Background: an optimization exercise with open tools, aiming at small area, a short achievable clock period and few clock cycles per item. Do not read the settings as production practice. At most, simulation tests tie the RTL to the original design; equivalence was not proved.

exp/harbor:
Design lc4_core, start of the top module:
module lc4_core
(
    input  logic        gwe,
    input  logic        i_arst_n,
    input  logic        i_insn_valid,
    input  logic [15:0] i_insn,
    output logic        o_insn_ready,
    output logic        o_ret_valid,
    input  logic        i_ret_ready,
    output logic [15:0] o_ret_insn,
    output logic        o_ret_we,
    output logic [2:0]  o_ret_wsel,
    output logic [15:0] o_ret_data,
    output logic [2:0]  o_ret_nzp
);
    logic        x_valid;
    logic [15:0] x_insn;
    logic [7:0]  x_rs_hot;
    logic [7:0]  x_rt_hot;
    logic [7:0]  y_rd_hot;
    logic [7:0]  x_rd_hot;
    logic [7:0]  in_rs_hot;
    logic [7:0]  in_rt_hot;
    logic        in_use_a;
    logic        in_use_b;
    logic        h_xi_a;
    logic        h_xi_b;
    logic        h_yi_a;
    logic        h_yi_b;
    logic        h_yx_a;
    logic        h_yx_b;
    logic        x_go;
    logic        byp_a_f;
    logic        byp_b_f;
    logic        stall_f;
    logic        byp_a_h;
    logic        byp_b_h;
    logic        stall_h;
    logic        byp_a;
    logic        byp_b;
    logic        x_we;
    logic        x_mul;
    logic        x_use_a;
    logic        x_use_b;
    logic [15:0] rf_a;
    logic [15:0] rf_b;
    logic [15:0] a;
    logic [15:0] b;
    logic [15:0] x_s;
    logic [15:0] x_c;
    logic [15:0] x_d;
    logic        x_k;
    logic        stall;
    logic        y_free;
    logic        x_fire;
    logic        x_load;
    logic        x_cimm;
    logic        x_csub;
    logic        x_cnot;
    logic [15:0] src_insn;
    logic        y_valid;
  ...
For scale: ~1900 cells after synthesis, ~240 flip-flops.
==> flow/config.mk <==
export PLATFORM = sky130hd
export DESIGN_NAME = lc4_core
export DESIGN_NICKNAME = lc4_core
export VERILOG_FILES = /design/flow/design.v
export SDC_FILE = /design/flow/constraint.sdc
export NUM_CORES = 4
export LEC_CHECK = 0
export ABC_AREA = 1
export CAP_MARGIN = 20
export CORE_MARGIN = 2
export CORE_UTILIZATION = 40
export PLACE_DENSITY = 0.6
export SETUP_SLACK_MARGIN = 4.0
export SLEW_MARGIN = 20
export TNS_END_PERCENT = 20
==> flow/constraint.sdc <==
create_clock -name core_clock -period 8.2 [get_ports {gwe}]
set_input_delay 1.6400 -clock core_clock [delete_from_list [all_inputs] [get_ports {gwe}]]
set_output_delay 1.6400 -clock core_clock [all_outputs]
set_load 0.01 [all_outputs]
run.sh (not shown) runs the stock make flow with config.mk's settings and CLKGATE_MAP_FILE= SYNTH_SCRIPT=/design/flow/synth_recipe.tcl, a recipe that flattens the netlist after the stock synthesis.
Testbench counts of exp/harbor, summed over its fixed seeds: cycles 16,336, items 16,000.
#### Input delta (exp/amber over exp/harbor)
Settings: swapping 20 for 0 in TNS_END_PERCENT.
### Flow results
The combined global-route utilization of all metal layers on exp/harbor is in line with that on exp/amber.
Between exp/harbor and exp/amber, the difference in share of the clock period used by the worst path is negligible.
Relative to exp/harbor, final routed wirelength across all metal layers has gone down in exp/amber.
As far as residual overflow from global routing goes, exp/harbor and exp/amber are indistinguishable; the numbers are identical.
exp/amber gives less worst hold-check slack than exp/harbor did.
| routed via count divided by cell count | exp/amber vs exp/harbor | 0.073 lower |
Between exp/harbor and exp/amber, the global-route wire length before repair does not differ in any meaningful way.
Density: exp/amber sparser than exp/harbor
Every stage of the flow completed for exp/harbor, and the final layout passed the timing, design-rule and antenna checks.
Every stage of the flow completed for exp/amber, and the final layout passed the timing, design-rule and antenna checks.
Here is what was changed in the inputs of exp/pepper compared with exp/amber.
Settings: SETUP_SLACK_MARGIN: 4.0 -> 3.5.
==> summary.txt <==
- Total number of cells along the worst setup path: exp/pepper > exp/amber
- Highest clock rate of exp/pepper falls short of that of exp/amber slightly.
- For utilization, exp/pepper and exp/amber come out practically identical.
- For exp/pepper, the cell with the biggest individual delay on the critical path was sky130_fd_sc_hd__fa_2, unlike exp/amber, where it was sky130_fd_sc_hd__fa_1.
- Looking at launching instance or port of the critical path, the y_s[13] result is from exp/amber; the y_s[8] one comes from exp/pepper.
- Against exp/amber, exp/pepper comes in 3 lower on count of TritonRoute iterations in the first routing pass.
#### Input delta (exp/garnet over exp/pepper)
Settings: swapping 0.6 for 0.75 in PLACE_DENSITY; swapping 3.5 for 4.0 in SETUP_SLACK_MARGIN; swapping 40 for 60 in CORE_UTILIZATION.
--- outcome ---
Cell area | exp/garnet vs exp/pepper | exp/garnet smaller
From exp/pepper to exp/garnet the numbers moved as follows: period utilization increased 1.4 points, vias per cell went up by 11%, wire length of the first global-routing pass lost 2.3%, overall global routing resource usage now larger.
## Diff of input files: exp/fjord against exp/garnet
Settings: CORE_UTILIZATION now 30, was 60; PLACE_DENSITY now 0.45, was 0.75.
==> comparison <==
- exp/fjord ended with every stage complete and zero timing, DRC or antenna violations.
- | fraction of area in clock buffers and inverters | exp/fjord vs exp/garnet | ≈ equal |
- When the final numbers for exp/garnet and exp/fjord were put side by side, the total wire length after detailed routing turned out to be greater in exp/fjord.
- exp/garnet → exp/fjord: clock latency reported for the late side of the worst-skew pair was more or less identical.
- exp/fjord ended up with a higher slack of the critical path than exp/garnet did.
- From exp/garnet to exp/fjord the numbers moved as follows: die height picked up an extra 40%; final area increased about 2.8%; share of the final layout cell area in multi-input gates fell by 1.0 points.


lc4_core, a different RTL version from the one above (not shown whole).
For scale: about 1700 cells after synthesis, about 200 flip-flops, roughly 61 I/O pins, ~0.016 mm2 of cells after synthesis.
export LEC_CHECK = 0
export CAP_MARGIN = 20
export CORE_MARGIN = 2
export CORE_UTILIZATION = 40
export PLACE_DENSITY = 0.6
export SLEW_MARGIN = 20
create_clock -name core_clock -period 8.2 [get_ports {gwe}]
The starting point completed without violations.
Edit:
Settings changed: SETUP_SLACK_MARGIN from default to 4.
Outcome: Routed wire length came out higher by about a fifth; setup slack improved by 1.0 ns; area after synthesis does not change; design area rose by about a fifth; critical path depth went up by 3.
No run of this note included a check of the RTL's function; only the layout flow was run.


the previous run:
Another version of the RTL of lc4_core (not shown whole).
For scale: about 1500 cells after synthesis, ~210 flip-flops, ~61 I/O pins, about 16000 um2 of cells after synthesis.
clock: 8.2 ns
lec_check: 0
cap_margin: 20
core_margin: 2
core_utilization: 65
place_density: 0.8
slew_margin: 20
> inputs changed (the previous run -> the current run)
# the previous run
export LEC_CHECK = 0
export CAP_MARGIN = 20
export CORE_MARGIN = 2
export CORE_UTILIZATION = 65
export PLACE_DENSITY = 0.8
export SLEW_MARGIN = 20
create_clock -name core_clock -period 8.2 [get_ports {gwe}]
# the current run
export LEC_CHECK = 0
export CAP_MARGIN = 20
export CORE_MARGIN = 2
export CORE_UTILIZATION = 40
export PLACE_DENSITY = 0.6
export SLEW_MARGIN = 20
create_clock -name core_clock -period 8.2 [get_ports {gwe}]
==> comparison <==
- Where clock skew is concerned, the previous run is better than the current run.
- Delta (the current run minus the previous run): maximum operating frequency moved up, layout filler cell count moved up, overall via count from detail_route moved down, worst-case setup margin in the final layout moved up.
- From the current run to the previous run, multi-input logic cell count did not move at all.
- On design area, the current run does worse than the previous run.
- Summary of the current run over the previous run: cell total after placement moved up; mean number of vias per cell moved down.
Function was not checked in any run of this note: the RTL went through the layout flow alone.


lc4_core, a different RTL version from the one above (not shown whole).
Size: ~1500 cells after synthesis, about 210 flip-flops, ~61 I/O pins.
Design lc4_core, start of the top module:
module lc4_core
(
    input  logic        gwe,
    input  logic        i_arst_n,
    input  logic        i_insn_valid,
    input  logic [15:0] i_insn,
    output logic        o_insn_ready,
    output logic        o_ret_valid,
    input  logic        i_ret_ready,
    output logic [15:0] o_ret_insn,
    output logic        o_ret_we,
    output logic [2:0]  o_ret_wsel,
    output logic [15:0] o_ret_data,
    output logic [2:0]  o_ret_nzp
);
    logic        x_valid;
    logic [15:0] x_insn;
    logic [7:0]  x_rs_hot;
    logic [7:0]  x_rt_hot;
    logic [7:0]  y_rd_hot;
    logic [7:0]  x_rd_hot;
    logic [7:0]  xn_rs_hot;
    logic [7:0]  xn_rt_hot;
    logic [15:0] xn_insn;
    logic        xn_use_a;
    logic        xn_use_b;
    logic [7:0]  yn_rd_hot;
    logic        yn_fwd;
    logic        yn_mw;
    logic        byp_a;
    logic        byp_b;
    logic        x_we;
    logic        x_mul;
    logic        x_use_a;
    logic        x_use_b;
    logic [15:0] rf_a;
    logic [15:0] rf_b;
    logic [15:0] a;
    logic [15:0] b;
    logic [15:0] x_s;
    logic [15:0] x_c;
    logic        hit_a;
    logic        hit_b;
    logic        stall;
    logic        y_free;
    logic        x_fire;
    logic        y_valid;
    logic [15:0] y_insn;
    logic [15:0] y_s;
    logic [15:0] y_c;
    logic        y_fwd;    
    logic        y_mw;     
    logic [15:0] y_sum;
    logic        y_zero;
    assign y_free       = ~y_valid | i_ret_ready;
    assign x_fire       = x_valid & y_free & ~stall;
    assign o_insn_ready = ~x_valid | (y_free & ~stall);
    insn_queue u_in (
        .gwe      (gwe),
        .i_arst_n (i_arst_n),
        .i_load   (o_insn_ready),
        .i_valid  (i_insn_valid),
        .i_insn   (i_insn),
        .o_valid  (x_valid),
        .o_insn   (x_insn),
        .o_rs_hot (x_rs_hot),
        .o_rt_hot (x_rt_hot),
        .o_nx_insn   (xn_insn),
        .o_nx_rs_hot (xn_rs_hot),
        .o_nx_rt_hot (xn_rt_hot)
    );
    lc4_decode u_ndec (
        .i_insn  (xn_insn),
        .o_we    (),
        .o_mul   (),
        .o_use_a (xn_use_a),
        .o_use_b (xn_use_b)
    );
    lc4_decode u_xdec (
        .i_insn  (x_insn),
        .o_we    (x_we),
        .o_mul   (x_mul),
        .o_use_a (x_use_a),
  ...
==> flow/config.mk <==
export PLATFORM = sky130hd
export DESIGN_NAME = lc4_core
export DESIGN_NICKNAME = lc4_core
export VERILOG_FILES = /design/flow/design.v
export SDC_FILE = /design/flow/constraint.sdc
export NUM_CORES = 4
export LEC_CHECK = 0
export CAP_MARGIN = 20
export CORE_MARGIN = 2
export CORE_UTILIZATION = 40
export PLACE_DENSITY = 0.6
export SETUP_SLACK_MARGIN = 2.9
export SLEW_MARGIN = 20
export TNS_END_PERCENT = 0
==> flow/constraint.sdc <==
create_clock -name core_clock -period 8.2 [get_ports {gwe}]
set_input_delay 1.6400 -clock core_clock [delete_from_list [all_inputs] [get_ports {gwe}]]
set_output_delay 1.6400 -clock core_clock [all_outputs]
set_load 0.01 [all_outputs]
Testbench counts at the start, summed over its fixed seeds: cycles 16,336, items 16,000.
Next try:
- SETUP_SLACK_MARGIN: 2.9 -> unset
- TNS_END_PERCENT: 0 -> unset
After rerunning: Via count shrinks by 3.8%; die area is unchanged; setup slack got worse by 740 ps; cell area shrinks by 4.6%; routed wire length shrinks by 4.3%; non-clock buffer count shrinks by 52; maximum frequency shrinks by 12%; synthesized area stays the same.

## afterwards: timing with drivers on the ports
Ports are ideal in the flow. The routed layouts listed here were re-timed in OpenROAD.
Step 1, drivers: a clkbuf_16 drives gwe and a buf_2 each remaining input, both assumed.
Step 2 adds t to the input delays and takes it off the output delays; t is the mean of the earliest and latest rising clock arrival at the registers after step 1. Input paths then give back, and output paths get back, about the clock's delay inside the block.
Three values: no drivers, after step 1, after step 2; two values: the first two.
run | t, ns | setup slack, ns | latest minus earliest clock arrival (ns)
exp/harbor | 0.605 | 3.523 / 3.472 / 3.772 | 0.016 / 0.015
exp/amber | 0.602 | 3.527 / 3.476 / 3.661 | 0.016 / 0.016
exp/pepper | 0.601 | 3.484 / 3.435 / 3.521 | 0.017 / 0.017
exp/garnet | 0.599 | 3.368 / 3.317 / 3.581 | 0.025 / 0.025
exp/fjord | 0.615 | 3.515 / 3.464 / 3.623 | 0.015 / 0.015
the first run of note 2 | 0.490 | 1.546 / 1.546 / 1.546 | 0.012 / 0.011
the second run of note 2 | 0.486 | 2.572 / 2.572 / 2.572 | 0.012 / 0.012
the previous run | 0.547 | 1.799 / 1.778 / 1.778 | 0.018 / 0.018
the current run | 0.550 | 1.910 / 1.862 / 2.008 | 0.021 / 0.021
the first run of note 4 | 0.574 | 2.630 / 2.582 / 2.667 | 0.031 / 0.031
the second run of note 4 | 0.569 | 1.894 / 1.894 / 1.894 | 0.025 / 0.025
After both steps setup and hold are still met in every run listed. For the previous run, which loses most, drivers alone change the setup slack by -0.021 ns; drivers and shift together by -0.021 ns.
